From an optimization exercise on the open Yosys and OpenROAD flow, aimed at small area; shortcuts taken in it are not production practice.
Function was checked by simulation only, so behaviour that the tests miss may differ from the original.
Power and IR drop assume default switching activity.

### flow/run.sh
#!/bin/bash
# Standard ORFS layout (the standard.sh), with these changes to how it is made:
#  - synthesis maps the gate netlist with each ABC script in flow/abc_scripts.txt and
#    keeps the smallest mapping (flow/synth.tcl), and leaves adders as plain
#    gates for ABC instead of half/full adder cells (ADDER_MAP_FILE empty),
#  - the ports are buffered with the smallest buffer (buf_1).
# The tools' full logs are under orfs/logs; make's own output is in standard.log.
set -euo pipefail
here=$(pwd)
sed "s|@ABC_SCRIPTS@|$here/flow/abc_scripts.txt|" flow/synth.tcl > $here/synth_custom.tcl
bash standard.sh \
    SYNTH_SCRIPT=$here/synth_custom.tcl \
    ADDER_MAP_FILE= \
    "BUFFER_PORTS_ARGS=-buffer_cell sky130_fd_sc_hd__buf_1" \
    finish > standard.log 2>&1
### flow/abc_scripts.txt
# One ABC mapping script per line: "name: command; command; ..."
a1: strash; dch -f; amap; mfs3 -a; topo
a2: strash; amap; mfs3 -a; topo
a3: strash; dch -f; map -a; topo
a4: strash; &get -n; &dch -f; &nf -R 1000; &put; mfs3 -a; topo
a5: strash; dch -f; map -a; amap; mfs3 -a; topo
a6: strash; dch -f; amap -F 40 -A 40 -C 1000; mfs3 -a; topo
a7: strash; dch -f; amap; mfs3 -a; strash; dch -f; amap -F 40 -A 40 -C 1000; mfs3 -a; topo
a8: strash; dc2; dch -f; amap -F 40 -A 40 -C 1000; mfs3 -a; topo
a9: strash; dch -f; amap -F 100 -A 100 -C 2000; mfs3 -a; topo
b1: strash; &get -n; &dch -f; &nf -R 1000; &put; mfs3 -a; strash; dch -f; amap -F 40 -A 40 -C 1000; mfs3 -a; topo
b2: strash; dch -f; amap -F 40 -A 40 -C 1000; mfs3 -a; mfs3 -ae; topo
c1: strash; &get -n; &dc2; &put; dch -f; amap; mfs3 -a; topo
c2: strash; &get -n; &syn2; &put; dch -f; amap; mfs3 -a; topo
c3: strash; balance; rewrite; refactor; balance; rewrite -z; refactor -z; balance; dch -f; amap; mfs3 -a; topo
c4: strash; &get -n; &dch -f; &nf -R 1000; &put; mfs3 -a; topo
c5: strash; fraig; dch -f; amap; mfs3 -a; topo
c6: strash; &get -n; &dc2; &dc2; &put; dch -f; amap -F 40 -A 40 -C 1000; mfs3 -a; topo
c7: strash; resub -K 8; resub -K 10 -N 2; dch -f; amap; mfs3 -a; topo
c8: strash; &get -n; &dch -f; &if -K 6 -a; &mfs; &st; &put; dch -f; amap; mfs3 -a; topo
c9: strash; dch; amap; mfs3 -a; topo
d1: strash; amap -F 40 -A 40 -C 1000; mfs3 -a; topo
d2: strash; dch -f; amap -F 10 -A 10 -C 500; mfs3 -a; topo
d3: strash; dch -f; amap -F 200 -A 200 -C 5000; mfs3 -a; topo
d4: strash; dch -f -p; amap; mfs3 -a; topo
d5: strash; &get -n; &dch -f; &nf -R 1000 -p; &put; mfs3 -a; topo
d6: strash; &get -n; &dch -f -r; &nf -R 1000; &put; mfs3 -a; topo
d7: strash; &get -n; &synch2; &nf -R 1000; &put; mfs3 -a; topo
d8: strash; &get -n; &dch; &nf -R 2000 -a; &put; mfs3 -a; topo
d9: strash; dch -f; amap; mfs3 -a; mfs3 -ae; topo
e1: strash; &get -n; &dc2; &put; strash; &get -n; &dch -f; &nf -R 1000; &put; mfs3 -a; topo
e2: strash; &get -n; &dch -f; &nf -R 1000; &put; mfs3 -a; mfs3 -ae; topo
e3: strash; balance; rewrite; refactor; balance; rewrite -z; refactor -z; balance; &get -n; &dch -f; &nf -R 1000; &put; mfs3 -a; topo
e4: strash; dch -f; amap -F 40 -A 40 -C 1000; mfs3 -a; mfs3 -ae; topo
e5: strash; &get -n; &dch -f; &nf -R 1000 -E 10; &put; mfs3 -a; topo
### flow/synth.tcl
# The standard flow's synthesis script (synth_recipe.tcl), with ABC's mapping changed: the
# gate netlist is mapped with each script in flow/abc_scripts.txt (each trial in a yosys
# process of its own, so a script that fails is only skipped), and the
# mapping with the smallest cell area is kept.
proc synth {args} { yosys synth -nofsm -noshare {*}$args }
proc abc {args} {
  set i [lsearch -exact $args -script]
  set dir $::env(OBJECTS_DIR)/abc_trials
  file mkdir $dir
  set scripts {}
  set f [open @ABC_SCRIPTS@ r]
  foreach line [split [read $f] "\n"] {
    set line [string trim $line]
    if { $line eq "" || [string index $line 0] eq "#" } { continue }
    set k [string first ":" $line]
    set name [string trim [string range $line 0 [expr {$k - 1}]]]
    set body [string map {";" "\n"} [string range $line [expr {$k + 1}] end]]
    set g [open $dir/$name.abc w]
    puts $g [string trim $body]
    close $g
    lappend scripts $dir/$name.abc
  }
  close $f
  yosys write_rtlil $dir/pre_abc.il
  set lib_args {}
  foreach lib $::env(LIB_FILES) { lappend lib_args -liberty $lib }
  set best ""
  set best_area 1e12
  set results {}
  foreach s $scripts {
    set name [file rootname [file tail $s]]
    set a2 $args
    lset a2 [expr {$i + 1}] $s
    set cmd "read_rtlil $dir/pre_abc.il; abc $a2; tee -q -o $dir/$name.area stat $lib_args"
    if { [catch { exec yosys -q -l $dir/$name.log -p $cmd } err] } {
      puts "ABC mapping $name failed"
      continue
    }
    set f [open $dir/$name.area r]
    set txt [read $f]
    close $f
    if { ![regexp {Chip area for module[^:]*:\s*([0-9.eE+]+)} $txt -> area] } { continue }
    puts "ABC mapping $name: area $area"
    lappend results [list $s $area]
  }
  # A mapping far smaller than the others has lost logic: never keep one
  # below 70% of the largest result.
  set top 0
  foreach r $results { if { [lindex $r 1] > $top } { set top [lindex $r 1] } }
  foreach r $results {
    lassign $r s area
    if { $area < 0.7 * $top } {
      puts "ABC mapping [file tail $s] ignored (area $area is implausibly small)"
      continue
    }
    if { $area < $best_area } { set best_area $area; set best $s }
  }
  lset args [expr {$i + 1}] $best
  puts "ABC mapping kept: [file tail $best] (area $best_area)"
  yosys abc {*}$args
}
source $::env(SCRIPTS_DIR)/synth.tcl
# left out here: clear keep_hierarchy, flatten, clean up, hide names made inside functions, write 1_2_yosys.v
### standard.sh
#!/bin/bash
# synth_recipe.tcl (not shown) runs the flow's synth.tcl, then flattens the netlist and writes it again
# the make line also repeats each setting of config.mk as NAME=value (left out here)
make -C /OpenROAD-flow-scripts/flow DESIGN_CONFIG=/design/flow/config.mk WORK_HOME=/design/flow/orfs CLKGATE_MAP_FILE= SYNTH_SCRIPT=/design/flow/synth_recipe.tcl "${@:-finish}"
### config.mk
export PLATFORM = sky130hd
export DESIGN_NAME = game_over_screen
export DESIGN_NICKNAME = game_over_screen
export VERILOG_FILES = /design/flow/design.v
export SDC_FILE = /design/flow/constraint.sdc
export NUM_CORES = 4
export LEC_CHECK = 0
export CAP_MARGIN = 20
export CORE_MARGIN = 2
export CORE_UTILIZATION = 40
export CTS_BUF_LIST = sky130_fd_sc_hd__clkbuf_1
export GPL_TIMING_DRIVEN = 0
export SLEW_MARGIN = 20
### constraint.sdc
create_clock -name core_clock -period 25.0 [get_ports {clk}]
set_input_delay 5.0000 -clock core_clock [delete_from_list [all_inputs] [get_ports {clk}]]
set_output_delay 5.0000 -clock core_clock [all_outputs]
set_load 0.01 [all_outputs]
### design.v
`timescale 1ns/100ps
module pixel_color_stage(video_on, pixel_x, pixel_y, lit, white);
  input video_on;
  wire video_on;
  input [10:0] pixel_x;
  wire [10:0] pixel_x;
  input [10:0] pixel_y;
  wire [10:0] pixel_y;
  output lit;
  wire lit;
  output white;
  wire white;
  wire _0000_;
  wire _0001_;
  wire _0002_;
  wire _0003_;
  wire _0004_;
  wire _0005_;
  wire _0006_;
  wire _0007_;
  wire _0008_;
  wire _0009_;
  wire _0010_;
  wire _0011_;
  wire _0012_;
  wire _0013_;
  wire _0014_;
  wire _0015_;
  wire _0016_;
  wire _0017_;
  wire _0018_;
  wire _0019_;
  wire _0020_;
  wire _0021_;
  wire _0022_;
  wire _0023_;
  wire _0024_;
  wire _0025_;
  wire _0026_;
  wire _0027_;
  wire _0028_;
  wire _0029_;
  wire _0030_;
  wire _0031_;
  wire _0032_;
  wire _0033_;
  wire _0034_;
  wire _0035_;
  wire _0036_;
  wire _0037_;
  wire _0038_;
  wire _0039_;
  wire _0040_;
  wire _0041_;
  wire _0042_;
  wire _0043_;
  wire _0044_;
  wire _0045_;
  wire _0046_;
  wire _0047_;
  wire _0048_;
  wire _0049_;
  wire _0050_;
  wire _0051_;
  wire _0052_;
  wire _0053_;
  wire _0054_;
  wire _0055_;
  wire _0056_;
  wire _0057_;
  wire _0058_;
  wire _0059_;
  wire _0060_;
  wire _0061_;
  wire _0062_;
  wire _0063_;
  wire _0064_;
  wire _0065_;
  wire _0066_;
  wire _0067_;
  wire _0068_;
  wire _0069_;
  wire _0070_;
  wire _0071_;
  wire _0072_;
  wire _0073_;
  wire _0074_;
  wire _0075_;
  wire _0076_;
  wire _0077_;
  wire _0078_;
  wire _0079_;
  wire _0080_;
  wire _0081_;
  wire _0082_;
  wire _0083_;
  wire _0084_;
  wire _0085_;
  wire _0086_;
  wire _0087_;
  wire _0088_;
  wire _0089_;
  wire _0090_;
  wire _0091_;
  wire _0092_;
  wire _0093_;
  wire _0094_;
  wire _0095_;
  wire _0096_;
  wire _0097_;
  wire _0098_;
  wire _0099_;
  wire _0100_;
  wire _0101_;
  wire _0102_;
  wire _0103_;
  wire _0104_;
  wire _0105_;
  wire _0106_;
  wire _0107_;
  wire _0108_;
  wire _0109_;
  wire _0110_;
  wire _0111_;
  wire _0112_;
  wire _0113_;
  wire _0114_;
  wire _0115_;
  wire _0116_;
  wire _0117_;
  wire _0118_;
  wire _0119_;
  wire _0120_;
  wire _0121_;
  wire _0122_;
  wire _0123_;
  wire _0124_;
  wire _0125_;
  wire _0126_;
  wire _0127_;
  wire _0128_;
  wire _0129_;
  wire _0130_;
  wire _0131_;
  wire _0132_;
  wire _0133_;
  wire _0134_;
  wire _0135_;
  wire _0136_;
  wire _0137_;
  wire _0138_;
  wire _0139_;
  wire _0140_;
  wire _0141_;
  wire _0142_;
  wire _0143_;
  wire _0144_;
  wire _0145_;
  wire _0146_;
  wire _0147_;
  wire _0148_;
  wire _0149_;
  wire _0150_;
  wire _0151_;
  wire _0152_;
  wire _0153_;
  wire _0154_;
  wire _0155_;
  wire _0156_;
  wire _0157_;
  wire _0158_;
  wire _0159_;
  wire _0160_;
  wire _0161_;
  wire _0162_;
  wire _0163_;
  wire _0164_;
  wire _0165_;
  wire _0166_;
  wire _0167_;
  wire _0168_;
  wire _0169_;
  wire _0170_;
  wire _0171_;
  wire _0172_;
  wire _0173_;
  wire _0174_;
  wire _0175_;
  wire _0176_;
  wire _0177_;
  wire _0178_;
  wire _0179_;
  wire _0180_;
  wire _0181_;
  wire _0182_;
  wire _0183_;
  wire _0184_;
  wire _0185_;
  wire _0186_;
  wire _0187_;
  wire _0188_;
  wire _0189_;
  wire _0190_;
  wire _0191_;
  wire _0192_;
  wire _0193_;
  wire _0194_;
  wire _0195_;
  wire _0196_;
  wire _0197_;
  wire _0198_;
  wire _0199_;
  wire _0200_;
  wire _0201_;
  wire _0202_;
  wire _0203_;
  wire _0204_;
  wire _0205_;
  wire _0206_;
  wire _0207_;
  wire _0208_;
  wire _0209_;
  wire _0210_;
  wire _0211_;
  wire _0212_;
  wire _0213_;
  wire _0214_;
  wire _0215_;
  wire _0216_;
  wire _0217_;
  wire _0218_;
  wire _0219_;
  wire _0220_;
  wire _0221_;
  wire _0222_;
  wire _0223_;
  wire _0224_;
  wire _0225_;
  wire _0226_;
  wire _0227_;
  wire _0228_;
  wire _0229_;
  wire _0230_;
  wire _0231_;
  wire _0232_;
  wire _0233_;
  wire _0234_;
  wire _0235_;
  wire _0236_;
  wire _0237_;
  wire _0238_;
  wire _0239_;
  wire _0240_;
  wire _0241_;
  wire _0242_;
  wire _0243_;
  wire _0244_;
  wire _0245_;
  wire _0246_;
  wire _0247_;
  wire _0248_;
  wire _0249_;
  wire _0250_;
  wire _0251_;
  wire _0252_;
  wire _0253_;
  wire _0254_;
  wire _0255_;
  wire _0256_;
  wire _0257_;
  wire _0258_;
  wire _0259_;
  wire _0260_;
  wire _0261_;
  wire _0262_;
  wire _0263_;
  wire _0264_;
  wire _0265_;
  wire _0266_;
  wire _0267_;
  wire _0268_;
  wire _0269_;
  wire _0270_;
  wire _0271_;
  wire _0272_;
  wire _0273_;
  wire _0274_;
  wire _0275_;
  wire _0276_;
  wire _0277_;
  wire _0278_;
  wire _0279_;
  wire _0280_;
  wire _0281_;
  wire _0282_;
  wire _0283_;
  wire _0284_;
  wire _0285_;
  wire _0286_;
  wire _0287_;
  wire _0288_;
  wire _0289_;
  wire _0290_;
  wire _0291_;
  wire _0292_;
  wire _0293_;
  wire _0294_;
  wire _0295_;
  wire _0296_;
  wire _0297_;
  wire _0298_;
  wire _0299_;
  wire _0300_;
  wire _0301_;
  wire _0302_;
  wire _0303_;
  wire _0304_;
  wire _0305_;
  wire _0306_;
  wire _0307_;
  wire _0308_;
  wire _0309_;
  wire _0310_;
  wire _0311_;
  wire _0312_;
  wire _0313_;
  wire _0314_;
  wire _0315_;
  wire _0316_;
  wire _0317_;
  wire _0318_;
  wire _0319_;
  wire _0320_;
  wire _0321_;
  wire _0322_;
  wire _0323_;
  wire _0324_;
  wire _0325_;
  wire _0326_;
  wire _0327_;
  wire _0328_;
  wire _0329_;
  wire _0330_;
  wire _0331_;
  wire _0332_;
  wire _0333_;
  wire _0334_;
  wire _0335_;
  wire _0336_;
  wire _0337_;
  wire _0338_;
  wire _0339_;
  wire _0340_;
  wire _0341_;
  wire _0342_;
  wire _0343_;
  wire _0344_;
  wire _0345_;
  wire _0346_;
  wire _0347_;
  wire _0348_;
  wire _0349_;
  wire _0350_;
  wire _0351_;
  wire _0352_;
  wire _0353_;
  wire _0354_;
  wire _0355_;
  wire _0356_;
  wire _0357_;
  wire _0358_;
  wire _0359_;
  wire _0360_;
  wire _0361_;
  wire _0362_;
  wire _0363_;
  wire _0364_;
  wire _0365_;
  wire _0366_;
  wire _0367_;
  wire _0368_;
  wire _0369_;
  wire _0370_;
  wire _0371_;
  wire _0372_;
  wire _0373_;
  wire _0374_;
  wire _0375_;
  wire _0376_;
  wire _0377_;
  wire _0378_;
  wire _0379_;
  wire _0380_;
  wire _0381_;
  wire _0382_;
  wire _0383_;
  wire _0384_;
  wire _0385_;
  wire _0386_;
  wire _0387_;
  wire _0388_;
  wire _0389_;
  wire _0390_;
  wire _0391_;
  wire _0392_;
  wire _0393_;
  wire _0394_;
  wire _0395_;
  wire _0396_;
  wire _0397_;
  wire _0398_;
  wire _0399_;
  wire _0400_;
  wire _0401_;
  wire _0402_;
  wire _0403_;
  wire _0404_;
  wire _0405_;
  wire _0406_;
  wire _0407_;
  wire _0408_;
  wire _0409_;
  wire _0410_;
  wire _0411_;
  wire _0412_;
  wire _0413_;
  wire _0414_;
  wire _0415_;
  wire _0416_;
  wire _0417_;
  wire _0418_;
  wire _0419_;
  wire _0420_;
  wire _0421_;
  wire _0422_;
  wire _0423_;
  wire _0424_;
  wire _0425_;
  wire _0426_;
  wire _0427_;
  wire _0428_;
  wire _0429_;
  wire _0430_;
  wire _0431_;
  wire _0432_;
  wire _0433_;
  wire _0434_;
  wire _0435_;
  wire _0436_;
  wire _0437_;
  wire _0438_;
  wire _0439_;
  wire _0440_;
  wire _0441_;
  wire _0442_;
  wire _0443_;
  wire _0444_;
  wire _0445_;
  wire _0446_;
  wire _0447_;
  wire _0448_;
  wire _0449_;
  wire _0450_;
  wire _0451_;
  wire _0452_;
  wire _0453_;
  wire _0454_;
  wire _0455_;
  wire _0456_;
  wire _0457_;
  wire _0458_;
  wire _0459_;
  wire _0460_;
  wire _0461_;
  wire _0462_;
  wire _0463_;
  wire _0464_;
  wire _0465_;
  wire _0466_;
  wire _0467_;
  wire _0468_;
  wire _0469_;
  wire _0470_;
  wire _0471_;
  wire _0472_;
  wire _0473_;
  wire _0474_;
  wire _0475_;
  wire _0476_;
  wire _0477_;
  wire _0478_;
  wire _0479_;
  wire _0480_;
  wire _0481_;
  wire _0482_;
  wire _0483_;
  wire _0484_;
  wire _0485_;
  wire _0486_;
  wire _0487_;
  wire _0488_;
  wire _0489_;
  wire _0490_;
  wire _0491_;
  wire _0492_;
  wire _0493_;
  wire _0494_;
  wire _0495_;
  wire _0496_;
  wire _0497_;
  wire _0498_;
  wire _0499_;
  wire _0500_;
  wire _0501_;
  wire _0502_;
  wire _0503_;
  wire _0504_;
  wire _0505_;
  wire _0506_;
  wire _0507_;
  wire _0508_;
  wire _0509_;
  wire _0510_;
  wire _0511_;
  wire _0512_;
  wire _0513_;
  wire _0514_;
  wire _0515_;
  wire _0516_;
  wire _0517_;
  wire _0518_;
  wire _0519_;
  wire _0520_;
  wire _0521_;
  wire _0522_;
  wire _0523_;
  wire _0524_;
  wire _0525_;
  wire _0526_;
  wire _0527_;
  wire _0528_;
  wire _0529_;
  wire _0530_;
  wire _0531_;
  wire _0532_;
  wire _0533_;
  wire _0534_;
  wire _0535_;
  wire _0536_;
  wire _0537_;
  wire _0538_;
  wire _0539_;
  wire _0540_;
  wire _0541_;
  wire _0542_;
  wire _0543_;
  wire _0544_;
  wire _0545_;
  wire _0546_;
  wire _0547_;
  wire _0548_;
  wire _0549_;
  wire _0550_;
  wire _0551_;
  wire _0552_;
  wire _0553_;
  wire _0554_;
  wire _0555_;
  wire _0556_;
  wire _0557_;
  wire _0558_;
  wire _0559_;
  wire _0560_;
  wire _0561_;
  wire _0562_;
  wire _0563_;
  wire _0564_;
  wire _0565_;
  wire _0566_;
  wire _0567_;
  wire _0568_;
  wire _0569_;
  wire _0570_;
  wire _0571_;
  wire _0572_;
  wire _0573_;
  wire _0574_;
  wire _0575_;
  wire _0576_;
  wire _0577_;
  wire _0578_;
  wire _0579_;
  wire _0580_;
  wire _0581_;
  wire _0582_;
  wire _0583_;
  wire _0584_;
  wire _0585_;
  wire _0586_;
  wire _0587_;
  wire _0588_;
  wire _0589_;
  wire _0590_;
  wire _0591_;
  wire _0592_;
  wire _0593_;
  wire _0594_;
  wire _0595_;
  wire _0596_;
  wire _0597_;
  wire _0598_;
  wire _0599_;
  wire _0600_;
  wire _0601_;
  wire _0602_;
  wire _0603_;
  wire _0604_;
  wire _0605_;
  wire _0606_;
  wire _0607_;
  wire _0608_;
  wire _0609_;
  wire _0610_;
  wire _0611_;
  wire _0612_;
  wire _0613_;
  wire _0614_;
  wire _0615_;
  wire _0616_;
  wire _0617_;
  wire _0618_;
  wire _0619_;
  wire _0620_;
  wire _0621_;
  wire _0622_;
  wire _0623_;
  wire _0624_;
  wire _0625_;
  wire _0626_;
  wire _0627_;
  wire _0628_;
  wire _0629_;
  wire _0630_;
  wire _0631_;
  wire _0632_;
  wire _0633_;
  wire _0634_;
  wire _0635_;
  wire _0636_;
  wire _0637_;
  wire _0638_;
  wire _0639_;
  wire _0640_;
  wire _0641_;
  wire _0642_;
  wire _0643_;
  wire _0644_;
  wire _0645_;
  wire _0646_;
  wire _0647_;
  wire _0648_;
  wire _0649_;
  wire _0650_;
  wire _0651_;
  wire _0652_;
  wire _0653_;
  wire _0654_;
  wire _0655_;
  wire _0656_;
  wire _0657_;
  wire _0658_;
  wire _0659_;
  wire _0660_;
  wire _0661_;
  wire _0662_;
  wire _0663_;
  wire _0664_;
  wire _0665_;
  wire _0666_;
  wire _0667_;
  wire _0668_;
  wire _0669_;
  wire _0670_;
  wire _0671_;
  wire _0672_;
  wire _0673_;
  wire _0674_;
  wire _0675_;
  wire _0676_;
  wire _0677_;
  wire _0678_;
  wire _0679_;
  wire _0680_;
  wire _0681_;
  wire _0682_;
  wire _0683_;
  wire _0684_;
  wire _0685_;
  wire _0686_;
  wire _0687_;
  wire _0688_;
  wire _0689_;
  wire _0690_;
  wire _0691_;
  wire _0692_;
  wire _0693_;
  wire _0694_;
  wire _0695_;
  wire _0696_;
  wire _0697_;
  wire _0698_;
  wire _0699_;
  wire _0700_;
  wire _0701_;
  wire _0702_;
  wire _0703_;
  wire _0704_;
  wire _0705_;
  wire _0706_;
  wire _0707_;
  wire _0708_;
  wire _0709_;
  wire _0710_;
  wire _0711_;
  wire _0712_;
  wire _0713_;
  wire _0714_;
  wire _0715_;
  wire _0716_;
  wire _0717_;
  wire _0718_;
  wire _0719_;
  wire _0720_;
  assign _0159_ = ~pixel_x[3];
  assign _0170_ = ~pixel_x[4];
  assign _0181_ = _0170_ & _0159_;
  assign _0192_ = ~_0181_;
  assign _0203_ = pixel_x[4] & pixel_x[3];
  assign _0214_ = ~_0203_;
  assign _0225_ = _0214_ & _0192_;
  assign _0236_ = ~_0225_;
  assign _0247_ = ~pixel_x[2];
  assign _0258_ = ~pixel_x[1];
  assign _0269_ = _0258_ & _0247_;
  assign _0280_ = _0269_ & _0170_;
  assign _0291_ = ~_0280_;
  assign _0302_ = pixel_x[1] & pixel_x[2];
  assign _0313_ = _0302_ & pixel_x[4];
  assign _0324_ = ~_0313_;
  assign _0335_ = _0324_ & _0291_;
  assign _0346_ = ~pixel_x[6];
  assign _0357_ = _0346_ & _0159_;
  assign _0368_ = ~_0357_;
  assign _0379_ = pixel_x[6] & pixel_x[3];
  assign _0390_ = ~_0379_;
  assign _0401_ = _0390_ & _0368_;
  assign _0412_ = ~_0401_;
  assign _0423_ = _0412_ & _0335_;
  assign _0434_ = ~_0423_;
  assign _0445_ = _0434_ & _0236_;
  assign _0456_ = ~pixel_x[5];
  assign _0467_ = ~pixel_x[0];
  assign _0478_ = _0258_ & _0467_;
  assign _0489_ = ~_0478_;
  assign _0500_ = _0489_ & pixel_x[2];
  assign _0511_ = ~_0500_;
  assign _0522_ = _0511_ & _0456_;
  assign _0533_ = ~_0522_;
  assign _0544_ = pixel_x[1] & pixel_x[0];
  assign _0555_ = ~_0544_;
  assign _0566_ = _0555_ & _0247_;
  assign _0577_ = ~_0566_;
  assign _0588_ = _0577_ & pixel_x[5];
  assign _0599_ = ~_0588_;
  assign _0610_ = _0599_ & _0533_;
  assign _0621_ = ~_0610_;
  assign _0632_ = _0621_ & _0445_;
  assign _0643_ = pixel_y[4] & pixel_y[3];
  assign _0654_ = ~_0643_;
  assign _0665_ = ~pixel_y[4];
  assign _0676_ = ~pixel_y[2];
  assign _0687_ = pixel_y[0] & pixel_y[1];
  assign _0696_ = ~_0687_;
  assign _0697_ = _0696_ & _0676_;
  assign _0698_ = ~_0697_;
  assign _0699_ = _0698_ & _0665_;
  assign _0700_ = ~pixel_y[5];
  assign _0701_ = pixel_y[2] & pixel_y[3];
  assign _0702_ = _0701_ & pixel_y[1];
  assign _0703_ = ~_0702_;
  assign _0704_ = _0703_ & _0700_;
  assign _0705_ = _0704_ & _0699_;
  assign _0706_ = ~_0705_;
  assign _0707_ = _0706_ & _0654_;
  assign _0708_ = ~_0707_;
  assign _0709_ = _0708_ & _0632_;
  assign _0710_ = ~_0709_;
  assign _0711_ = _0665_ & pixel_y[6];
  assign _0712_ = ~_0711_;
  assign _0713_ = ~_0632_;
  assign _0714_ = _0478_ & _0247_;
  assign _0715_ = ~_0714_;
  assign _0716_ = _0544_ & pixel_x[2];
  assign _0717_ = ~_0716_;
  assign _0718_ = _0717_ & _0715_;
  assign _0719_ = _0718_ & _0423_;
  assign _0720_ = ~_0719_;
  assign _0000_ = _0720_ & _0713_;
  assign _0001_ = _0170_ & _0456_;
  assign _0002_ = ~_0001_;
  assign _0003_ = pixel_x[4] & pixel_x[5];
  assign _0004_ = ~_0003_;
  assign _0005_ = _0004_ & _0002_;
  assign _0006_ = _0005_ & _0445_;
  assign _0007_ = ~_0006_;
  assign _0008_ = ~pixel_y[1];
  assign _0009_ = _0676_ & _0008_;
  assign _0010_ = ~_0009_;
  assign _0011_ = _0687_ & pixel_y[2];
  assign _0012_ = ~_0011_;
  assign _0013_ = _0012_ & _0010_;
  assign _0014_ = ~pixel_y[3];
  assign _0015_ = _0014_ & pixel_y[6];
  assign _0016_ = _0015_ & _0013_;
  assign _0017_ = ~_0016_;
  assign _0018_ = _0017_ & _0007_;
  assign _0019_ = ~_0018_;
  assign _0020_ = pixel_x[4] & _0456_;
  assign _0021_ = _0247_ & _0159_;
  assign _0022_ = ~_0021_;
  assign _0023_ = _0022_ & _0020_;
  assign _0024_ = ~_0023_;
  assign _0025_ = pixel_x[2] & pixel_x[3];
  assign _0026_ = ~_0025_;
  assign _0027_ = _0170_ & pixel_x[5];
  assign _0028_ = _0027_ & _0026_;
  assign _0029_ = ~_0028_;
  assign _0030_ = _0029_ & _0024_;
  assign _0031_ = ~_0030_;
  assign _0032_ = _0676_ & _0014_;
  assign _0033_ = ~_0032_;
  assign _0034_ = ~pixel_y[0];
  assign _0035_ = _0008_ & _0014_;
  assign _0036_ = _0035_ & _0034_;
  assign _0037_ = ~_0036_;
  assign _0038_ = _0037_ & _0033_;
  assign _0039_ = ~_0701_;
  assign _0040_ = _0039_ & _0665_;
  assign _0041_ = _0040_ & _0038_;
  assign _0042_ = ~_0041_;
  assign _0043_ = _0042_ & _0017_;
  assign _0044_ = ~_0043_;
  assign _0045_ = _0044_ & _0031_;
  assign _0046_ = ~_0045_;
  assign _0047_ = _0046_ & _0019_;
  assign _0048_ = _0047_ & _0000_;
  assign _0049_ = ~_0048_;
  assign _0050_ = _0049_ & _0712_;
  assign _0051_ = ~_0050_;
  assign _0052_ = _0051_ & _0710_;
  assign _0053_ = ~_0052_;
  assign _0054_ = ~_0000_;
  assign _0055_ = ~pixel_y[6];
  assign _0056_ = pixel_y[4] & _0055_;
  assign _0057_ = ~_0056_;
  assign _0058_ = _0057_ & _0039_;
  assign _0059_ = ~_0058_;
  assign _0060_ = _0059_ & _0236_;
  assign _0061_ = ~_0060_;
  assign _0062_ = _0045_ & _0019_;
  assign _0063_ = ~_0062_;
  assign _0064_ = _0063_ & _0061_;
  assign _0065_ = ~_0064_;
  assign _0066_ = _0065_ & _0054_;
  assign _0067_ = ~_0066_;
  assign _0068_ = _0665_ & pixel_y[3];
  assign _0069_ = _0068_ & _0013_;
  assign _0070_ = ~_0069_;
  assign _0071_ = _0032_ & _0008_;
  assign _0072_ = ~_0071_;
  assign _0073_ = _0072_ & _0039_;
  assign _0074_ = ~_0073_;
  assign _0075_ = _0074_ & pixel_y[6];
  assign _0076_ = ~_0075_;
  assign _0077_ = _0700_ & _0055_;
  assign _0078_ = ~_0077_;
  assign _0079_ = _0078_ & _0703_;
  assign _0080_ = _0079_ & _0076_;
  assign _0081_ = ~_0080_;
  assign _0082_ = _0081_ & pixel_y[4];
  assign _0083_ = ~_0082_;
  assign _0084_ = _0083_ & _0070_;
  assign _0085_ = _0084_ & _0067_;
  assign _0086_ = _0085_ & _0053_;
  assign _0087_ = ~_0086_;
  assign _0088_ = pixel_y[4] & _0700_;
  assign _0089_ = _0088_ & _0701_;
  assign _0090_ = ~_0089_;
  assign _0091_ = pixel_y[5] & pixel_y[6];
  assign _0092_ = ~_0091_;
  assign _0093_ = _0092_ & _0078_;
  assign _0094_ = _0093_ & _0090_;
  assign _0095_ = ~_0094_;
  assign _0096_ = ~_0445_;
  assign _0097_ = ~_0038_;
  assign _0098_ = _0097_ & pixel_y[4];
  assign _0099_ = ~_0098_;
  assign _0100_ = _0071_ & _0034_;
  assign _0101_ = ~_0100_;
  assign _0102_ = ~_0035_;
  assign _0103_ = _0102_ & _0033_;
  assign _0104_ = _0103_ & _0711_;
  assign _0105_ = ~_0104_;
  assign _0106_ = _0698_ & pixel_y[3];
  assign _0107_ = ~_0106_;
  assign _0108_ = _0107_ & _0105_;
  assign _0109_ = _0108_ & _0101_;
  assign _0110_ = _0109_ & _0099_;
  assign _0111_ = ~_0110_;
  assign _0112_ = _0111_ & _0096_;
  assign _0113_ = ~_0112_;
  assign _0114_ = _0113_ & _0031_;
  assign _0115_ = ~_0114_;
  assign _0116_ = _0111_ & _0030_;
  assign _0117_ = ~_0116_;
  assign _0118_ = ~_0103_;
  assign _0119_ = _0118_ & pixel_y[4];
  assign _0120_ = ~_0119_;
  assign _0121_ = ~_0088_;
  assign _0122_ = _0103_ & _0121_;
  assign _0123_ = ~_0122_;
  assign _0124_ = _0123_ & _0120_;
  assign _0125_ = _0124_ & _0117_;
  assign _0126_ = _0125_ & _0115_;
  assign _0127_ = ~_0126_;
  assign _0128_ = _0127_ & _0095_;
  assign _0129_ = ~_0128_;
  assign _0130_ = _0159_ & _0456_;
  assign _0131_ = ~_0130_;
  assign _0132_ = _0131_ & _0002_;
  assign _0133_ = _0132_ & _0346_;
  assign _0134_ = ~_0133_;
  assign _0135_ = _0192_ & pixel_x[5];
  assign _0136_ = ~_0135_;
  assign _0137_ = _0136_ & pixel_x[6];
  assign _0138_ = ~_0137_;
  assign _0139_ = _0138_ & _0134_;
  assign _0140_ = ~_0139_;
  assign _0141_ = ~pixel_x[10];
  assign _0142_ = video_on & _0141_;
  assign _0143_ = ~pixel_y[10];
  assign _0144_ = ~pixel_y[9];
  assign _0145_ = _0144_ & _0143_;
  assign _0146_ = _0145_ & _0142_;
  assign _0147_ = ~pixel_x[7];
  assign _0148_ = _0147_ & pixel_x[8];
  assign _0149_ = ~pixel_x[9];
  assign _0150_ = ~pixel_y[8];
  assign _0151_ = pixel_y[7] & _0150_;
  assign _0152_ = _0151_ & _0149_;
  assign _0153_ = _0152_ & _0148_;
  assign _0154_ = _0153_ & _0146_;
  assign _0155_ = _0154_ & _0140_;
  assign _0156_ = _0155_ & _0129_;
  assign white = _0156_ & _0087_;
  assign _0157_ = _0014_ & _0055_;
  assign _0158_ = ~_0157_;
  assign _0160_ = _0158_ & pixel_y[1];
  assign _0161_ = ~_0160_;
  assign _0162_ = pixel_y[4] & pixel_y[6];
  assign _0163_ = ~_0162_;
  assign _0164_ = _0163_ & _0035_;
  assign _0165_ = ~_0164_;
  assign _0166_ = _0165_ & _0161_;
  assign _0167_ = ~_0166_;
  assign _0168_ = pixel_y[0] & pixel_y[6];
  assign _0169_ = ~_0168_;
  assign _0171_ = _0169_ & pixel_y[2];
  assign _0172_ = ~_0171_;
  assign _0173_ = _0168_ & _0676_;
  assign _0174_ = ~_0173_;
  assign _0175_ = _0034_ & _0055_;
  assign _0176_ = ~_0175_;
  assign _0177_ = _0176_ & _0174_;
  assign _0178_ = _0177_ & _0172_;
  assign _0179_ = ~_0178_;
  assign _0180_ = _0179_ & _0167_;
  assign _0182_ = ~_0180_;
  assign _0183_ = _0100_ & _0665_;
  assign _0184_ = _0183_ & pixel_y[5];
  assign _0185_ = ~_0184_;
  assign _0186_ = _0088_ & _0038_;
  assign _0187_ = ~_0186_;
  assign _0188_ = _0187_ & _0185_;
  assign _0189_ = _0176_ & _0676_;
  assign _0190_ = ~_0189_;
  assign _0191_ = _0190_ & _0188_;
  assign _0193_ = ~_0191_;
  assign _0194_ = ~_0188_;
  assign _0195_ = _0194_ & _0173_;
  assign _0196_ = ~_0195_;
  assign _0197_ = _0172_ & _0166_;
  assign _0198_ = _0197_ & _0196_;
  assign _0199_ = _0198_ & _0193_;
  assign _0200_ = ~_0199_;
  assign _0201_ = _0200_ & _0182_;
  assign _0202_ = ~_0201_;
  assign _0204_ = _0202_ & pixel_x[0];
  assign _0205_ = _0068_ & _0700_;
  assign _0206_ = _0205_ & _0698_;
  assign _0207_ = ~_0206_;
  assign _0208_ = ~_0699_;
  assign _0209_ = _0014_ & pixel_y[5];
  assign _0210_ = _0209_ & _0208_;
  assign _0211_ = ~_0210_;
  assign _0212_ = _0211_ & _0078_;
  assign _0213_ = _0212_ & _0110_;
  assign _0215_ = ~_0213_;
  assign _0216_ = _0215_ & _0207_;
  assign _0217_ = ~_0216_;
  assign _0218_ = _0217_ & pixel_x[2];
  assign _0219_ = ~_0218_;
  assign _0220_ = _0216_ & _0247_;
  assign _0221_ = ~_0220_;
  assign _0222_ = _0221_ & _0219_;
  assign _0223_ = _0676_ & _0700_;
  assign _0224_ = ~_0223_;
  assign _0226_ = _0224_ & pixel_y[3];
  assign _0227_ = _0226_ & _0202_;
  assign _0228_ = ~_0227_;
  assign _0229_ = _0213_ & _0708_;
  assign _0230_ = ~_0229_;
  assign _0231_ = _0697_ & pixel_y[4];
  assign _0232_ = ~_0231_;
  assign _0233_ = _0232_ & _0707_;
  assign _0234_ = _0233_ & _0215_;
  assign _0235_ = ~_0234_;
  assign _0237_ = _0235_ & _0230_;
  assign _0238_ = _0237_ & _0228_;
  assign _0239_ = _0238_ & pixel_x[1];
  assign _0240_ = _0201_ & _0467_;
  assign _0241_ = ~_0240_;
  assign _0242_ = _0241_ & _0239_;
  assign _0243_ = ~_0242_;
  assign _0244_ = _0243_ & _0222_;
  assign _0245_ = ~_0244_;
  assign _0246_ = _0245_ & _0204_;
  assign _0248_ = ~_0246_;
  assign _0249_ = _0107_ & _0057_;
  assign _0250_ = ~_0249_;
  assign _0251_ = _0643_ & _0055_;
  assign _0252_ = ~_0251_;
  assign _0253_ = _0252_ & _0250_;
  assign _0254_ = ~_0253_;
  assign _0255_ = _0254_ & _0105_;
  assign _0256_ = _0255_ & _0159_;
  assign _0257_ = ~_0256_;
  assign _0259_ = ~_0255_;
  assign _0260_ = _0259_ & pixel_x[3];
  assign _0261_ = ~_0260_;
  assign _0262_ = _0261_ & _0257_;
  assign _0263_ = ~_0262_;
  assign _0264_ = _0216_ & pixel_x[2];
  assign _0265_ = _0264_ & _0263_;
  assign _0266_ = ~_0265_;
  assign _0267_ = ~_0264_;
  assign _0268_ = _0267_ & _0262_;
  assign _0270_ = ~_0268_;
  assign _0271_ = _0270_ & _0266_;
  assign _0272_ = ~_0271_;
  assign _0273_ = _0236_ & pixel_y[3];
  assign _0274_ = ~_0273_;
  assign _0275_ = pixel_x[4] & _0014_;
  assign _0276_ = ~_0275_;
  assign _0277_ = _0276_ & _0274_;
  assign _0278_ = _0277_ & _0665_;
  assign _0279_ = ~_0278_;
  assign _0281_ = _0277_ & pixel_x[5];
  assign _0282_ = ~_0281_;
  assign _0283_ = _0282_ & pixel_y[4];
  assign _0284_ = ~_0283_;
  assign _0285_ = _0284_ & _0279_;
  assign _0286_ = _0285_ & _0272_;
  assign _0287_ = _0286_ & _0248_;
  assign _0288_ = ~_0287_;
  assign _0289_ = ~_0238_;
  assign _0290_ = _0289_ & _0258_;
  assign _0292_ = _0290_ & _0240_;
  assign _0293_ = ~_0292_;
  assign _0294_ = _0026_ & pixel_y[4];
  assign _0295_ = _0294_ & pixel_x[4];
  assign _0296_ = ~_0295_;
  assign _0297_ = ~_0020_;
  assign _0298_ = ~_0294_;
  assign _0299_ = _0298_ & _0297_;
  assign _0300_ = ~_0299_;
  assign _0301_ = _0300_ & _0296_;
  assign _0303_ = _0301_ & _0271_;
  assign _0304_ = _0303_ & _0293_;
  assign _0305_ = _0304_ & _0245_;
  assign _0306_ = ~_0305_;
  assign _0307_ = _0306_ & _0288_;
  assign _0308_ = ~_0307_;
  assign _0309_ = ~_0222_;
  assign _0310_ = ~_0290_;
  assign _0311_ = _0310_ & _0272_;
  assign _0312_ = _0311_ & _0309_;
  assign _0314_ = ~_0312_;
  assign _0315_ = _0314_ & _0700_;
  assign _0316_ = _0315_ & _0308_;
  assign _0317_ = ~_0316_;
  assign _0318_ = _0001_ & _0258_;
  assign _0319_ = ~_0318_;
  assign _0320_ = _0025_ & _0489_;
  assign _0321_ = ~_0320_;
  assign _0322_ = _0321_ & _0001_;
  assign _0323_ = ~_0322_;
  assign _0325_ = ~_0269_;
  assign _0326_ = _0203_ & pixel_x[5];
  assign _0327_ = _0326_ & _0325_;
  assign _0328_ = ~_0327_;
  assign _0329_ = _0328_ & _0323_;
  assign _0330_ = ~_0183_;
  assign _0331_ = _0280_ & _0467_;
  assign _0332_ = ~_0331_;
  assign _0333_ = _0332_ & _0135_;
  assign _0334_ = ~_0333_;
  assign _0336_ = _0103_ & pixel_y[4];
  assign _0337_ = ~_0336_;
  assign _0338_ = _0337_ & _0334_;
  assign _0339_ = _0338_ & _0330_;
  assign _0340_ = ~_0339_;
  assign _0341_ = _0340_ & _0055_;
  assign _0342_ = ~_0341_;
  assign _0343_ = _0342_ & _0329_;
  assign _0344_ = _0343_ & _0319_;
  assign _0345_ = _0344_ & _0317_;
  assign _0347_ = ~_0345_;
  assign _0348_ = _0130_ & _0467_;
  assign _0349_ = _0348_ & _0318_;
  assign _0350_ = ~_0349_;
  assign _0351_ = _0269_ & _0159_;
  assign _0352_ = ~_0351_;
  assign _0353_ = _0352_ & _0003_;
  assign _0354_ = ~_0353_;
  assign _0355_ = ~pixel_x[8];
  assign _0356_ = _0147_ & _0355_;
  assign _0358_ = _0356_ & _0346_;
  assign _0359_ = _0358_ & _0354_;
  assign _0360_ = _0359_ & _0350_;
  assign _0361_ = _0360_ & _0347_;
  assign _0362_ = ~_0361_;
  assign _0363_ = _0362_ & pixel_x[9];
  assign _0364_ = ~_0363_;
  assign _0365_ = ~white;
  assign _0366_ = ~_0068_;
  assign _0367_ = _0366_ & pixel_y[5];
  assign _0369_ = ~_0367_;
  assign _0370_ = ~_0205_;
  assign _0371_ = _0370_ & _0687_;
  assign _0372_ = _0371_ & _0369_;
  assign _0373_ = _0372_ & _0201_;
  assign _0374_ = ~_0373_;
  assign _0375_ = _0697_ & pixel_y[3];
  assign _0376_ = ~_0375_;
  assign _0377_ = _0258_ & pixel_x[0];
  assign _0378_ = ~_0377_;
  assign _0380_ = _0378_ & _0376_;
  assign _0381_ = _0380_ & _0374_;
  assign _0382_ = ~_0381_;
  assign _0383_ = pixel_x[2] & pixel_y[4];
  assign _0384_ = ~_0383_;
  assign _0385_ = _0247_ & _0665_;
  assign _0386_ = ~_0385_;
  assign _0387_ = _0386_ & _0384_;
  assign _0388_ = _0387_ & pixel_y[3];
  assign _0389_ = ~_0388_;
  assign _0391_ = _0389_ & _0033_;
  assign _0392_ = ~_0391_;
  assign _0393_ = ~_0372_;
  assign _0394_ = _0387_ & _0012_;
  assign _0395_ = ~_0394_;
  assign _0396_ = _0395_ & _0393_;
  assign _0397_ = _0396_ & _0392_;
  assign _0398_ = ~_0397_;
  assign _0399_ = ~_0387_;
  assign _0400_ = _0399_ & _0030_;
  assign _0402_ = ~_0400_;
  assign _0403_ = _0387_ & _0031_;
  assign _0404_ = ~_0403_;
  assign _0405_ = _0404_ & _0544_;
  assign _0406_ = _0405_ & _0402_;
  assign _0407_ = ~_0406_;
  assign _0408_ = _0407_ & _0398_;
  assign _0409_ = ~_0408_;
  assign _0410_ = _0409_ & _0382_;
  assign _0411_ = ~_0410_;
  assign _0413_ = _0031_ & pixel_x[1];
  assign _0414_ = ~_0413_;
  assign _0415_ = ~_0005_;
  assign _0416_ = _0415_ & _0258_;
  assign _0417_ = ~_0416_;
  assign _0418_ = _0417_ & _0414_;
  assign _0419_ = _0418_ & _0389_;
  assign _0420_ = ~_0419_;
  assign _0421_ = ~_0418_;
  assign _0422_ = _0399_ & _0014_;
  assign _0424_ = ~_0422_;
  assign _0425_ = _0424_ & _0421_;
  assign _0426_ = ~_0425_;
  assign _0427_ = _0426_ & _0420_;
  assign _0428_ = _0159_ & pixel_y[5];
  assign _0429_ = ~_0428_;
  assign _0430_ = pixel_x[3] & _0700_;
  assign _0431_ = ~_0430_;
  assign _0432_ = _0431_ & _0429_;
  assign _0433_ = _0005_ & _0247_;
  assign _0435_ = ~_0433_;
  assign _0436_ = _0435_ & _0384_;
  assign _0437_ = ~_0436_;
  assign _0438_ = _0437_ & _0432_;
  assign _0439_ = ~_0438_;
  assign _0440_ = ~_0432_;
  assign _0441_ = _0436_ & _0440_;
  assign _0442_ = ~_0441_;
  assign _0443_ = _0442_ & _0439_;
  assign _0444_ = ~_0443_;
  assign _0446_ = _0444_ & _0427_;
  assign _0447_ = _0446_ & _0381_;
  assign _0448_ = ~_0447_;
  assign _0449_ = _0427_ & _0409_;
  assign _0450_ = ~_0449_;
  assign _0451_ = _0450_ & _0443_;
  assign _0452_ = ~_0451_;
  assign _0453_ = _0452_ & _0448_;
  assign _0454_ = _0453_ & _0411_;
  assign _0455_ = ~_0454_;
  assign _0457_ = _0294_ & pixel_y[5];
  assign _0458_ = ~_0457_;
  assign _0459_ = _0458_ & _0055_;
  assign _0460_ = ~_0459_;
  assign _0461_ = _0460_ & _0456_;
  assign _0462_ = ~_0461_;
  assign _0463_ = _0181_ & _0247_;
  assign _0464_ = _0463_ & _0162_;
  assign _0465_ = ~_0464_;
  assign _0466_ = _0203_ & pixel_y[6];
  assign _0468_ = _0466_ & _0386_;
  assign _0469_ = ~_0468_;
  assign _0470_ = _0469_ & _0465_;
  assign _0471_ = _0470_ & _0462_;
  assign _0472_ = _0471_ & _0455_;
  assign _0473_ = _0472_ & _0130_;
  assign _0474_ = ~_0473_;
  assign _0475_ = _0136_ & _0355_;
  assign _0476_ = ~_0475_;
  assign _0477_ = _0476_ & _0474_;
  assign _0479_ = ~_0477_;
  assign _0480_ = _0479_ & pixel_x[7];
  assign _0481_ = _0202_ & _0467_;
  assign _0482_ = ~_0481_;
  assign _0483_ = _0482_ & pixel_x[1];
  assign _0484_ = ~_0483_;
  assign _0485_ = _0484_ & _0238_;
  assign _0486_ = ~_0485_;
  assign _0487_ = _0202_ & _0478_;
  assign _0488_ = ~_0487_;
  assign _0490_ = _0488_ & _0221_;
  assign _0491_ = _0490_ & _0486_;
  assign _0492_ = ~_0491_;
  assign _0493_ = _0492_ & _0219_;
  assign _0494_ = _0493_ & _0262_;
  assign _0495_ = ~_0494_;
  assign _0496_ = ~_0493_;
  assign _0497_ = _0496_ & _0263_;
  assign _0498_ = ~_0497_;
  assign _0499_ = ~_0239_;
  assign _0501_ = _0202_ & pixel_x[4];
  assign _0502_ = ~_0501_;
  assign _0503_ = _0502_ & _0241_;
  assign _0504_ = ~_0503_;
  assign _0505_ = _0504_ & _0499_;
  assign _0506_ = ~_0505_;
  assign _0507_ = _0506_ & _0311_;
  assign _0508_ = ~_0507_;
  assign _0509_ = _0310_ & _0204_;
  assign _0510_ = ~_0509_;
  assign _0512_ = _0262_ & _0258_;
  assign _0513_ = ~_0512_;
  assign _0514_ = _0513_ & _0238_;
  assign _0515_ = ~_0514_;
  assign _0516_ = _0124_ & _0170_;
  assign _0517_ = ~_0516_;
  assign _0518_ = _0517_ & _0566_;
  assign _0519_ = ~_0518_;
  assign _0520_ = _0519_ & _0192_;
  assign _0521_ = _0520_ & _0515_;
  assign _0523_ = _0521_ & _0510_;
  assign _0524_ = ~_0523_;
  assign _0525_ = _0524_ & _0508_;
  assign _0526_ = ~_0204_;
  assign _0527_ = _0217_ & _0526_;
  assign _0528_ = ~_0527_;
  assign _0529_ = _0528_ & _0525_;
  assign _0530_ = _0529_ & _0498_;
  assign _0531_ = ~_0530_;
  assign _0532_ = _0531_ & _0214_;
  assign _0534_ = ~_0532_;
  assign _0535_ = _0534_ & _0495_;
  assign _0536_ = ~_0535_;
  assign _0537_ = _0525_ & _0170_;
  assign _0538_ = ~_0537_;
  assign _0539_ = _0032_ & _0665_;
  assign _0540_ = ~_0539_;
  assign _0541_ = _0714_ & _0159_;
  assign _0542_ = ~_0541_;
  assign _0543_ = _0542_ & _0003_;
  assign _0545_ = ~_0543_;
  assign _0546_ = _0545_ & _0540_;
  assign _0547_ = ~_0546_;
  assign _0548_ = _0547_ & _0700_;
  assign _0549_ = ~_0548_;
  assign _0550_ = _0367_ & _0106_;
  assign _0551_ = ~_0550_;
  assign _0552_ = _0551_ & _0549_;
  assign _0553_ = _0552_ & _0055_;
  assign _0554_ = _0553_ & _0538_;
  assign _0556_ = _0554_ & _0536_;
  assign _0557_ = ~_0556_;
  assign _0558_ = ~_0463_;
  assign _0559_ = _0716_ & _0203_;
  assign _0560_ = ~_0559_;
  assign _0561_ = _0560_ & _0456_;
  assign _0562_ = _0561_ & _0558_;
  assign _0563_ = _0562_ & _0557_;
  assign _0564_ = ~_0563_;
  assign _0565_ = _0564_ & _0480_;
  assign _0567_ = ~_0565_;
  assign _0568_ = _0577_ & pixel_x[3];
  assign _0569_ = ~_0568_;
  assign _0570_ = _0569_ & _0355_;
  assign _0571_ = ~_0570_;
  assign _0572_ = ~_0348_;
  assign _0573_ = _0572_ & pixel_x[7];
  assign _0574_ = _0573_ & _0571_;
  assign _0575_ = _0574_ & _0337_;
  assign _0576_ = ~_0575_;
  assign _0578_ = ~_0552_;
  assign _0579_ = _0136_ & _0599_;
  assign _0580_ = ~_0579_;
  assign _0581_ = _0580_ & _0578_;
  assign _0582_ = ~_0581_;
  assign _0583_ = _0582_ & _0356_;
  assign _0584_ = ~_0583_;
  assign _0585_ = _0584_ & _0576_;
  assign _0586_ = ~_0585_;
  assign _0587_ = ~_0132_;
  assign _0589_ = _0587_ & _0335_;
  assign _0590_ = ~_0589_;
  assign _0591_ = _0590_ & _0586_;
  assign _0592_ = ~_0591_;
  assign _0593_ = _0148_ & _0192_;
  assign _0594_ = _0593_ & _0332_;
  assign _0595_ = ~_0594_;
  assign _0596_ = _0595_ & _0592_;
  assign _0597_ = ~_0596_;
  assign _0598_ = _0597_ & _0188_;
  assign _0600_ = ~_0598_;
  assign _0601_ = _0334_ & _0148_;
  assign _0602_ = _0601_ & _0194_;
  assign _0603_ = ~_0602_;
  assign _0604_ = _0319_ & pixel_x[8];
  assign _0605_ = ~_0604_;
  assign _0606_ = _0605_ & pixel_x[7];
  assign _0607_ = ~_0606_;
  assign _0608_ = _0607_ & _0329_;
  assign _0609_ = _0608_ & _0603_;
  assign _0611_ = ~_0609_;
  assign _0612_ = pixel_x[7] & pixel_x[8];
  assign _0613_ = _0612_ & _0577_;
  assign _0614_ = ~_0613_;
  assign _0615_ = ~_0356_;
  assign _0616_ = _0615_ & _0353_;
  assign _0617_ = _0616_ & _0614_;
  assign _0618_ = ~_0617_;
  assign _0619_ = _0618_ & _0611_;
  assign _0620_ = ~_0619_;
  assign _0622_ = _0620_ & _0600_;
  assign _0623_ = ~_0622_;
  assign _0624_ = _0623_ & pixel_x[6];
  assign _0625_ = _0624_ & _0567_;
  assign _0626_ = ~_0625_;
  assign _0627_ = _0480_ & _0343_;
  assign _0628_ = ~_0627_;
  assign _0629_ = _0463_ & _0456_;
  assign _0630_ = ~_0629_;
  assign _0631_ = _0545_ & pixel_x[7];
  assign _0633_ = ~_0631_;
  assign _0634_ = ~_0574_;
  assign _0635_ = _0634_ & _0149_;
  assign _0636_ = _0635_ & _0633_;
  assign _0637_ = ~_0636_;
  assign _0638_ = _0637_ & _0630_;
  assign _0639_ = _0429_ & _0170_;
  assign _0640_ = ~_0639_;
  assign _0641_ = _0640_ & _0022_;
  assign _0642_ = ~_0641_;
  assign _0644_ = _0642_ & _0558_;
  assign _0645_ = _0644_ & _0459_;
  assign _0646_ = ~_0645_;
  assign _0647_ = _0646_ & _0472_;
  assign _0648_ = ~_0647_;
  assign _0649_ = _0648_ & pixel_x[8];
  assign _0650_ = ~_0649_;
  assign _0651_ = _0650_ & _0638_;
  assign _0652_ = _0651_ & _0628_;
  assign _0653_ = ~_0652_;
  assign _0655_ = _0188_ & _0021_;
  assign _0656_ = ~_0655_;
  assign _0657_ = ~_0329_;
  assign _0658_ = _0194_ & _0022_;
  assign _0659_ = ~_0658_;
  assign _0660_ = _0659_ & _0657_;
  assign _0661_ = _0660_ & _0656_;
  assign _0662_ = ~_0661_;
  assign _0663_ = _0662_ & pixel_x[7];
  assign _0664_ = ~_0663_;
  assign _0666_ = ~_0638_;
  assign _0667_ = _0337_ & _0188_;
  assign _0668_ = ~_0667_;
  assign _0669_ = _0668_ & pixel_x[8];
  assign _0670_ = ~_0669_;
  assign _0671_ = _0670_ & _0666_;
  assign _0672_ = ~_0671_;
  assign _0673_ = _0672_ & _0561_;
  assign _0674_ = _0673_ & _0664_;
  assign _0675_ = ~_0674_;
  assign _0677_ = _0675_ & _0346_;
  assign _0678_ = _0677_ & _0653_;
  assign _0679_ = ~_0678_;
  assign _0680_ = _0162_ & _0702_;
  assign _0681_ = ~_0680_;
  assign _0682_ = ~_0093_;
  assign _0683_ = _0252_ & _0682_;
  assign _0684_ = ~_0683_;
  assign _0685_ = ~pixel_y[7];
  assign _0686_ = _0685_ & pixel_y[8];
  assign _0688_ = _0686_ & _0146_;
  assign _0689_ = _0688_ & _0684_;
  assign _0690_ = _0689_ & _0681_;
  assign _0691_ = _0690_ & _0679_;
  assign _0692_ = _0691_ & _0626_;
  assign _0693_ = ~_0692_;
  assign _0694_ = _0693_ & _0365_;
  assign _0695_ = ~_0694_;
  assign lit = _0695_ & _0364_;
endmodule
`timescale 1ns/100ps
module game_over_screen
(
    input  logic        clk,
    input  logic        arst_n,
    input  logic        video_on,
    input  logic [10:0] pixel_x,
    input  logic [10:0] pixel_y,
    output logic [4:0]  vga_rgb
);
    logic lit_d;             
    logic white_d;           
    logic lit_q;             
    logic white_q;
    logic lit_o;             
    logic white_o;
    pixel_color_stage u_pix (
        .video_on (video_on),
        .pixel_x  (pixel_x),
        .pixel_y  (pixel_y),
        .lit      (lit_d),
        .white    (white_d)
    );
    always_ff @(posedge clk or negedge arst_n) begin
        if (!arst_n) begin
            lit_q   <= 1'b0;
            white_q <= 1'b0;
            lit_o   <= 1'b0;
            white_o <= 1'b0;
        end else begin
            lit_q   <= lit_d;
            white_q <= white_d;
            lit_o   <= lit_q;
            white_o <= white_q;
        end
    end
    assign vga_rgb = {lit_o, lit_o, white_o, white_o, white_o};
endmodule
==> qor.yml, run 1 <==
status: "complete, no violations"
crit_type: "in -> reg"
wl_per_cell_um: 15.3
synth-async-reset-ratio: 1.00
instances_no_fill: 308
dieArea_mm2: 0.00394
switching_power_w: 0.0000239
portBuffers: 29
slowest_delay_ps: 790
startpoint: "pixel_y[4]"
setup_viol: 0
grt_pass1_vias: 1810
cts_inserted_buffers: 3
grt_pass1_wl_um: 8200
syn_inst: 230
rr_worst_depth: 0
synth_area_leaders: "o21ai_0 11%, nor2_1 9.2%, a21oi_1 9.0%"
yosysTopAreaCellShare: 0.112
grt_usage: 0.249
ys_seq_elements: 4
layout-drive-gt1-share: 0.0191
crit_path_frequent_cell: "a21oi_1"
synthesis.area_mm2: 0.00138
cp.required_ps: 25180
vdd_drop_max_v: 0.00000893
finalPower_w: 0.0000434
cp_cell_sequence: "buf_1 -> nor2b_1 -> and2_0 -> a2111oi_0 -> o211a_1 -> a211o_1 -> o21ai_0 -> a221oi_1 -> nor2_1 -> a211oi_1 -> a21oi_1 -> o221ai_1 -> a22oi_1 -> a2111oi_0 -> nor4_1 -> o221ai_1 -> a21oi_1 -> a21oi_1"
cts-resized-gates: 0
tns_ps: 0
die_h_um: 62.8
die_w_um: 62.8
vias: 1947
r2r-end: "lit_o"
crit_path_top_delay_cell: "a2111oi_0"
endpoint: "lit_q"
hold_viol: 0
p_sw_frac: 0.550
ys.warnings.count: 1
max_freq_mhz: 98.8
start_util: 0.414
hold_buffers: 0
cts_buffer_depth: 2
r2r_setup_slack_ps: 24530
cap_violations: 0
start_kind: "primary input"
core-area_mm2: 0.00334
first_pass_iters: 5
utilization: 0.468
worst_slew_pin_slew_ps: 1050
power.density_mw_per_mm2: 27.8
cts_setup_buffers: 0
arrival_ps: 10310
timing.final.ws_setup_ps: 14870
p_seq_frac: 0.150
place_congestion: 0.903
syn-num-nets: 255
rsz0062_at_grt: "no"
grt_max_degree: 27
cts.clk_slew.worst_paths_ps: 80
cp-end-kind: "flop"
post-place-cells: 305
period_needed_ps: 10130
internal_power_w: 0.0000195
period_share: 0.405
yosysTopAreaCell: "o21ai_0"
power_frac_clock: 0.110
drtAntennaViolNets: 0
cts-htree-levels: 1
min_path_type: "reg -> reg"
antenna_cells: 0
r2r-start: "lit_q"
syn2layout_area_growth_pct: 12.9
layout_commonest_cell: "nor2_1"
drt_wl_total_um: 4710
synth_ff_type: "dfrtp_1"
fin_nets: 289
clock_sinks: 4
root_buffer: "clkbuf_1"
synth_cell_types: 47
drtIter0Drc: 139
clkLatencyLatePin_ps: 250
fin_skew_ps: 1.67
pre_cts_ws_ps: 14840
drc_errors: 0
power.leakage_nw: 0.548
io_pins: 30
power_frac_comb: 0.741
slew_headroom: 0.297
rows: 21
dp_hpwl_um: 3610
mostFrequentLayoutCells: "34 x nor2_1, 31 x o21ai_0, 29 x buf_1, 28 x nand2_1, 25 x a21oi_1"
ys_seq_area_frac: 0.0724
synth.avg_cell_area_um2: 6.01
grt-ovfl-total: 0
cts_tree: "done"
antenna_found_initial: 0
vias_per_cell: 6.32
crit_fanout: 26
slew_violations: 0
synth_edf_count: 0
-- metrics by stage --
stage               area, um2  hold slack (ps)
floorplan                1380              331
global placement         1550              332
detailed placement       1550              335
CTS                      1560              365
global route             1560              363
finish                   1560              355
-- cells in the mapped netlist (2+ instances only) --
cell type and n:
a21o_1 4, a21oi_1 25, nand2_1 28, o221ai_1 3, o21a_1 3, a22oi_1 3, nor2_1 34, nand2b_1 4
o21ai_0 31, a31oi_1 8, o2111ai_1 2, or2_0 2, nand3_1 7, o31ai_1 3, o211ai_1 3, buf_4 5
xnor2_1 2, xor2_1 6, a2111oi_0 3, a221oi_1 2, o32ai_1 2, a21boi_0 2, nor4_1 3, and2_0 3
and3_1 2, nor3_1 3, a211o_1 4, a211oi_1 3, clkinv_1 9, dfrtp_1 4
-- power by group through the flow --
stage | sequential [W] | clock, W | combinational, W
floorplan | 0.00000661 | 0 | 0.0000209
global placement | 0.00000661 | 0 | 0.0000313
detailed placement | 0.00000661 | 0 | 0.0000313
CTS | 0.00000649 | 0.00000515 | 0.0000315
global route | 0.00000649 | 0.00000555 | 0.0000365
finish | 0.00000650 | 0.00000477 | 0.0000322
-- layout make-up --
cell class                      count  area, um2
Tap cell                           46       57.6
Buffer                              5       37.5
Multi-Input combinational cell    212       1210
Fill cell                         403       1780
Clock buffer                        3       11.3
Sequential cell                     4        100
Timing Repair Buffer               29        109
Inverter                            9       33.8
-- state kept, by name, summed over array words and instances, names as in the netlist --
name,count
lit_o,1
lit_q,1
white_o,1
white_q,1
-- worst max-delay path: cells and delay by family --
kind / cells / cell delay (ps)
and+or+nand+nor: 4 / 620
buffers and inverters: 1 / 760
AOI/OAI and AO/OA: 13 / 3910
-- per-layer routing --
layer	part of all wire	up-vias	track usage
li1	-	957	-
met1	0.46	887	0.340
met2	0.45	97	0.411
met3	0.068	6	0.0216
met4	0.016	0	0.0861
met5	0	-	0
-- cells by family after synthesis --
group                  Yosys count  synth area share
buffers and inverters           14            0.0516
flip-flops                       4            0.0724
XOR/XNOR                         8            0.0507
AND/OR/NAND/NOR                 93             0.305
AO/OA/AOI/OAI                  109             0.505
multiplexers                     2            0.0154
-- worst min-delay path by stage --
stage,startpoint,end,slack [ps],depth (start not counted)
after detailed placement,lit_q,lit_o,330,0
final,white_q,white_o,360,0
after floorplan,lit_q,lit_o,330,0
after global routing,white_q,white_o,360,0
after global placement,lit_q,lit_o,330,0
after CTS,lit_q,lit_o,360,0
==> inputs of run 2 (changes only) <==
--- a/flow/run.sh
+++ b/flow/run.sh
@@ -13,2 +13,3 @@
     ADDER_MAP_FILE= \
+    SYNTH_INSBUF=0 \
     "BUFFER_PORTS_ARGS=-buffer_cell sky130_fd_sc_hd__buf_1" \
==> qor.yml, run 2 <==
max_freq_mhz: 99.0
wl_met2_um: 2130
vias_per_cell: 6.39
portBuffers: 29
period_share: 0.404
post_dp_cell_area_mm2: 0.00151
syn-num-nets: 250
hold_buffers: 0
clock_sinks: 4
cts_buffer_depth: 2
fill_cells: 369
slew_violations: 0
cts_inserted_buffers: 3
wl_met1_um: 2070
place_congestion: 0.941
die_w_um: 62.0
power.density_mw_per_mm2: 28.3
wl_per_cell_um: 15.4
path_buf_inv: 1
instances_no_fill: 303
vdd_drop_max_v: 0.0000118
post-place-cells: 300
grt_pass1_vias: 1595
crit_type: "in -> reg"
synth.most_common_cell: "nor2_1"
die_h_um: 62.0
slew_headroom: 0.282
cts-htree-levels: 1
ys_seq_elements: 4
min_path_type: "reg -> reg"
timing.final.ws_setup_ps: 14900
rows: 21
start_util: 0.410
syn2layout_area_growth_pct: 13.2
utilization: 0.464
synth_cell_types: 46
grt_usage: 0.253
tns_ps: 0
crit_fanout: 26
rsz0062_at_grt: "no"
core-area_mm2: 0.00328
drtIter0Drc: 215
antenna_cells: 0
path_delay_family: "compound AO/OA/AOI/OAI gates"
start_kind: "primary input"
antenna_found_initial: 0
dp_hpwl_um: 3500
synth_edf_count: 0
clkLatencyLatePin_ps: 230
layout_commonest_cell: "nor2_1"
synth_common_cells: "34 x nor2_1, 31 x o21ai_0, 28 x nand2_1"
crit_path_top_delay_cell: "buf_1"
multi_input_area_mm2: 0.00121
synth_ff_type: "dfrtp_1"
cp_cell_sequence: "buf_1 -> nor2b_1 -> and2_0 -> a2111oi_0 -> o211a_1 -> a211o_1 -> o21ai_0 -> a221oi_1 -> nor2_1 -> a211oi_1 -> a21oi_1 -> o221ai_1 -> a22oi_1 -> a2111oi_0 -> nor4_1 -> o221ai_1 -> a21oi_1 -> a21oi_1"
design_area_mm2: 0.00152
slowest_delay_ps: 780
ys_seq_area_frac: 0.0744
synthesis.area_mm2: 0.00135
cts-resized-gates: 0
synth.avg_cell_area_um2: 5.98
yosysTopAreaCellShare: 0.115
synth_area_leaders: "o21ai_0 12%, nor2_1 9.5%, a21oi_1 9.3%"
layout-drive-gt1-share: 0
worst_slew_pin_slew_ps: 1080
highest_layer: "met4"
drt_wl_total_um: 4650
cp-end-kind: "flop"
fin_nets: 284
pre_cts_ws_ps: 14880
fin_skew_ps: 0.0277
cts.clk_slew.worst_paths_ps: 80
ys.warnings.count: 1
dieArea_mm2: 0.00384
mostFrequentLayoutCells: "34 x nor2_1, 31 x o21ai_0, 29 x buf_1, 28 x nand2_1, 25 x a21oi_1"
grt_pass1_wl_um: 7470
arrival_ps: 10270
drtAntennaViolNets: 0
power.leakage_nw: 0.521
hold_viol: 0
cp.required_ps: 25160
io_pins: 30
yosysTopAreaCell: "o21ai_0"
cts_setup_buffers: 0
grt-ovfl-total: 0
period_needed_ps: 10110
cts_tree: "done"
vias: 1936
grt_max_degree: 27
first_pass_iters: 6
syn_inst: 225
root_buffer: "clkbuf_1"
cap_violations: 0
setup_viol: 0
register_area_um2: 100
crit_path_frequent_cell: "a21oi_1"
status: "complete, no violations"
drc_errors: 0
synth-async-reset-ratio: 1.00
wl_met3_um: 420
-- run 2: worst paths after layout --
path                            cells past startpoint  slack (ps)  startpoint       to
worst max-delay path                               18       14900  pixel_y[4]    lit_q
worst min-delay path                                0         350     white_q  white_o
worst max register to register                      0       24530       lit_q    lit_o
worst min register to register                      0         350     white_q  white_o
max in group asynchronous                           1       20250      arst_n  white_o
min in group asynchronous                           1        4570      arst_n    lit_q
-- run 2: where the power goes --
part | total [W] | switching, W | internal (W)
Clock | 0.00000452 | 0.00000256 | 0.00000196
Sequential | 0.00000650 | 0.00000000451 | 0.00000649
Combinational | 0.0000321 | 0.0000210 | 0.0000111
Total | 0.0000431 | 0.0000235 | 0.0000195
-- run 2: metrics by stage --
step	power, W	hold slack, ps
after detailed placement	0.0000377	342
after CTS	0.0000424	358
final	0.0000431	354
after global placement	0.0000378	335
after global routing	0.0000478	365
after floorplan	0.0000275	331
-- run 2: cells by family (layout without fill, tap and decap cells) --
group	Yosys count	in the layout	share of synthesized area
xor+xnor	8	8	0.0521
flops	4	4	0.0744
mux	2	2	0.0158
buf+inv	9	41	0.0251
simple gates	93	93	0.313
compound gates	109	109	0.519
-- run 2: area by class of cell --
type,instances,area share
Multi-Input combinational cell,212,0.795
Timing Repair Buffer,29,0.0715
Sequential cell,4,0.0657
Tap cell,46,0.0378
Inverter,9,0.0222
Clock buffer,3,0.00740
-- run 2: per-layer routing --
| layer | GRT usage | up-vias |
|---|---|---|
| li1 | - | 949 |
| met1 | 0.358 | 865 |
| met2 | 0.402 | 116 |
| met3 | 0.0414 | 6 |
| met4 | 0.0547 | 0 |
| met5 | 0 | - |

[what the ideal ports hide]
The results above use ideal ports. As a check the final layouts listed here were re-extracted and re-timed, cells and wires unchanged. Step 1: set_driving_cell puts a clkbuf_16 on clk and a buf_2 on each other input, an assumption about the parent block. Step 2 moves the port delays by t, midway between the first and last clock arrival at a register: inputs arrive t later, outputs are due t later. That takes back most of the time a late clock gives input paths. Three values: ideal, step 1, step 2; two values: the first two.
run | t, ns | setup slack, ns | clock arrival spread, ns
run 1 | 0.263 | 14.874 / 14.861 / 14.598 | 0.001 / 0.002
run 2 | 0.244 | 14.895 / 14.882 / 14.638 | 0.007 / 0.008
After both steps setup and hold are still met in every run listed. The setup slack of run 1, which loses most, moves by -0.013 ns with the drivers and by -0.276 ns with both steps.
